Source: an optimization exercise on an open RTL-to-GDS flow (aim: small area). Production flows keep margins and buffers that such runs may drop.
RTL that was checked went through simulation tests only; none was proved equivalent to the original.

Setup of old:
==> flow/design.v <==
`timescale 1ns/1ps
module forth_serial (
	input  logic clk,
	input  logic reset,
	input  logic rx,
	output logic tx,
	output logic led_r,
	output logic led_g,
	output logic led_b
);
	logic [4:0] ph;
	logic       clr;
	always_ff @(posedge clk or negedge reset) begin
		if (!reset) begin
			ph  <= '0;
			clr <= 1'b1;
		end else begin
			ph <= ph + 1'b1;
			if (ph == 5'd31) clr <= 1'b0;
		end
	end
	logic [8:0] R;
	logic       samp;
	logic       rx_done;
	logic [7:0] word;
	assign samp    = (ph[3:0] == 4'd14) && (R[0] || !rx);
	assign rx_done = samp && R[0] && !R[1];
	assign word    = R[8:1];
	always_ff @(posedge clk or negedge reset) begin
		if (!reset) R[0] <= 1'b0;
		else if (samp) R[0] <= R[0] ? R[1] : 1'b1;
	end
	always_ff @(posedge clk) begin
		if (samp) R[8:1] <= {rx, R[0] ? R[8:2] : 7'h7f};
	end
	logic is_digit, is_blank, is_add, is_sub, is_and, is_or, is_eq, is_dup, is_over;
	logic is_drop, is_neg, is_not, is_zeq, is_emit, is_led, is_err;
	always_comb begin
		is_digit = (word >= "0") && (word <= "9");
		is_blank = (word == " ") || ((word >= 8'd10) && (word <= 8'd13));
		is_add  = word == "+";
		is_sub  = word == "-";
		is_and  = word == "&";
		is_or   = word == "|";
		is_eq   = word == "=";
		is_dup  = word == "d";
		is_over = word == "o";
		is_drop = word == "x";
		is_neg  = word == "n";
		is_not  = word == "~";
		is_zeq  = word == "z";
		is_emit = word == ".";
		is_led  = word == "l";
		is_err  = !(is_digit || is_blank || is_add || is_sub || is_and || is_or || is_eq ||
			is_dup || is_over || is_drop || is_neg || is_not || is_zeq || is_emit || is_led);
	end
	logic op_push, op_pop;
	assign op_push = is_digit || is_dup || is_over;
	assign op_pop  = is_add || is_sub || is_and || is_or || is_eq || is_drop || is_emit || is_led;
	logic act, exec, o;
	logic o_nx, up;
	always_ff @(posedge clk or negedge reset) begin
		if (!reset) begin
			act  <= 1'b0;
			exec <= 1'b0;
			o    <= 1'b0;
		end else begin
			if (rx_done) act <= 1'b1;
			if (ph == 5'd31) begin
				exec <= act && !exec;
				if (exec) act <= 1'b0;
				o    <= o_nx;
			end
		end
	end
	assign o_nx = (exec && (op_push || op_pop)) ? o : !o;
	assign up   = exec ? (op_push || (!op_pop && o)) : o;
	logic [31:0] ring [16];
	logic [15:0] q;
	logic [15:0] d;
	logic        wbit;
	logic        up_s, dn_s;
	assign up_s = up && !clr;
	assign dn_s = !up && !clr;
	always_comb begin
		for (int j = 0; j < 16; j++) q[j] = ring[j][0];
		for (int j = 1; j < 15; j++) begin
			if (j % 2 == 1) d[j] = !((up_s && q[j-1]) || (dn_s && q[j+1]));
			else            d[j] = !((up_s && q[j-1]) || (dn_s && q[j+1]) || clr);
		end
		d[0]  = clr ? 1'b0 : (!o_nx ? wbit : !(up ? q[15] : q[1]));
		d[15] = clr ? 1'b1 : !(o_nx ? wbit : (up ? q[14] : q[0]));
	end
	always_ff @(posedge clk) begin
		for (int j = 0; j < 16; j++) ring[j] <= {d[j], ring[j][31:1]};
	end
	logic t, s;
	assign t = o ? !q[15] : q[0];
	assign s = o ? q[0]  : !q[1];
	logic c, eacc, zacc;
	logic ua, ub, cin, ceff, sum;
	always_comb begin
		ua  = exec && (is_add || is_sub);
		ub  = exec && (is_sub || is_neg || is_not);
		cin = exec && (is_sub || is_neg);
		ceff = (ph == 5'd0) ? cin : c;
		sum = (ua & s) ^ (t ^ ub) ^ ceff;
	end
	always_ff @(posedge clk) begin
		c <= ((ua & s) & (t ^ ub)) | (((ua & s) ^ (t ^ ub)) & ceff);
		if (!exec) begin
			eacc <= ((ph != 5'd0) && eacc) || (s ^ t);
			zacc <= ((ph != 5'd0) && zacc) || t;
		end
	end
	always_comb begin
		wbit = t;
		if (exec) begin
			if (is_digit)                       wbit = (ph[4:2] == 3'd0) ? word[ph[1:0]] : 1'b0;
			else if (is_add || is_sub || is_neg || is_not) wbit = sum;
			else if (is_and)                    wbit = s & t;
			else if (is_or)                     wbit = s | t;
			else if (is_eq)                     wbit = !eacc;
			else if (is_zeq)                    wbit = !zacc;
			else if (is_over || is_drop || is_emit || is_led) wbit = s;
		end
	end
	logic [8:0] sh;
	logic bnd, start, cap, capbit;
	assign bnd    = (ph[3:0] == 4'd0);
	assign start  = exec && (is_emit || is_err) && (ph == 5'd16);
	assign cap    = exec && (((is_emit || is_err) && ph < 5'd8) || (is_led && ph < 5'd16));
	assign capbit = is_err ? (ph < 5'd6) : (t || ph[3]);
	always_ff @(posedge clk or negedge reset) begin
		if (!reset) sh[0] <= 1'b1;
		else if (bnd && !clr) sh[0] <= start ? 1'b0 : sh[1];
	end
	always_ff @(posedge clk) begin
		if (cap || (bnd && !start) || clr) sh[8:1] <= {cap ? capbit : 1'b1, sh[8:2]};
	end
	assign tx = sh[0];
	logic [2:0] led;
	always_ff @(posedge clk or negedge reset) begin
		if (!reset) led <= '1;
		else if (exec && is_led && ph == 5'd8) led <= ~sh[3:1];
	end
	assign led_g = led[0];
	assign led_b = led[1];
	assign led_r = led[2];
endmodule
clock: 15.0 ns
lec_check: 0
abc_area: 1
cap_margin: 20
core_margin: 2
core_utilization: 70
cts_buf_list: sky130_fd_sc_hd__clkbuf_8
cts_cluster_diameter: 50
cts_cluster_size: 20
slew_margin: 20
run.sh (not shown) runs the stock make flow with config.mk's settings and CLKGATE_MAP_FILE= SYNTH_SCRIPT=/design/flow/synth_recipe.tcl, a recipe that flattens the netlist after the stock synthesis.
--- input diff old..new ---
diff --git a/flow/design.v b/flow/design.v
--- a/flow/design.v
+++ b/flow/design.v
@@ -80,15 +80,10 @@
 	logic [15:0] d;
 	logic        wbit;
-	logic        up_s, dn_s;
-	assign up_s = up && !clr;
-	assign dn_s = !up && !clr;
 	always_comb begin
 		for (int j = 0; j < 16; j++) q[j] = ring[j][0];
-		for (int j = 1; j < 15; j++) begin
-			if (j % 2 == 1) d[j] = !((up_s && q[j-1]) || (dn_s && q[j+1]));
-			else            d[j] = !((up_s && q[j-1]) || (dn_s && q[j+1]) || clr);
-		end
-		d[0]  = clr ? 1'b0 : (!o_nx ? wbit : !(up ? q[15] : q[1]));
-		d[15] = clr ? 1'b1 : !(o_nx ? wbit : (up ? q[14] : q[0]));
+		for (int j = 1; j < 15; j++) d[j] = up ? q[j-1] : q[j+1];
+		d[0]  = !o_nx ? wbit : (up ? q[15] : q[1]);
+		d[15] =  o_nx ? wbit : (up ? q[14] : q[0]);
+		if (clr) d = '0;
 	end
 	always_ff @(posedge clk) begin
@@ -96,6 +91,6 @@
 	end
 	logic t, s;
-	assign t = o ? !q[15] : q[0];
-	assign s = o ? q[0]  : !q[1];
+	assign t = o ? q[15] : q[0];
+	assign s = o ? q[0]  : q[1];
 	logic c, eacc, zacc;
 	logic ua, ub, cin, ceff, sum;
@@ -133,9 +128,10 @@
 	assign capbit = is_err ? (ph < 5'd6) : (t || ph[3]);
 	always_ff @(posedge clk or negedge reset) begin
-		if (!reset) sh[0] <= 1'b1;
-		else if (bnd && !clr) sh[0] <= start ? 1'b0 : sh[1];
-	end
-	always_ff @(posedge clk) begin
-		if (cap || (bnd && !start) || clr) sh[8:1] <= {cap ? capbit : 1'b1, sh[8:2]};
+		if (!reset) begin
+			sh <= '1;
+		end else begin
+			if (bnd) sh[0] <= start ? 1'b0 : sh[1];
+			if (cap || (bnd && !start)) sh[8:1] <= {cap ? capbit : 1'b1, sh[8:2]};
+		end
 	end
 	assign tx = sh[0];
Findings:
old -> new: sequential share of cell area flat. new vs. old: gate count of the mapped netlist up 1.9%; wire length on met3 down about 4%. Between old and new, the flow reports ratio of routed vias to standard cells decreasing slightly. Global-route wire length before repair, old and new: smaller value in new. Setup slack of the critical path after layout (lower): new. In new the cell count after placement turned out 12 higher than in old. Destination of the critical timing path = led_r: old; destination of the critical timing path = led_b: new.
Function not checked in old: the RTL went through the layout flow alone.

[separate check: timing with driven ports]
In the flow no input, the clock included, has a driving cell. The finished layouts below were timed again as built, in two steps. Step 1 sets driving cells, clkbuf_16 on the clock port and buf_2 on the other inputs (assumed; they add their load-dependent delay and slew). Step 2 adds t to the input delays and takes it off the output delays; t is the mean of the earliest and latest rising clock arrival at the registers after step 1. Input paths then give back, and output paths get back, about the clock's delay inside the block. a / b / c = ideal ports / drivers / drivers and shift; a / b = the first two.
| run | t, ns | setup WS [ns] | clock arrival spread, ns | worst slew at a driven data input, ns |
|---|---|---|---|---|
| old | 0.580 | 10.381 / 10.344 / 10.478 | 0.022 / 0.022 | 0.03 |
| new | 0.583 | 10.366 / 10.327 / 10.593 | 0.022 / 0.023 | 0.03 |
After both steps setup and hold are still met in every run listed.
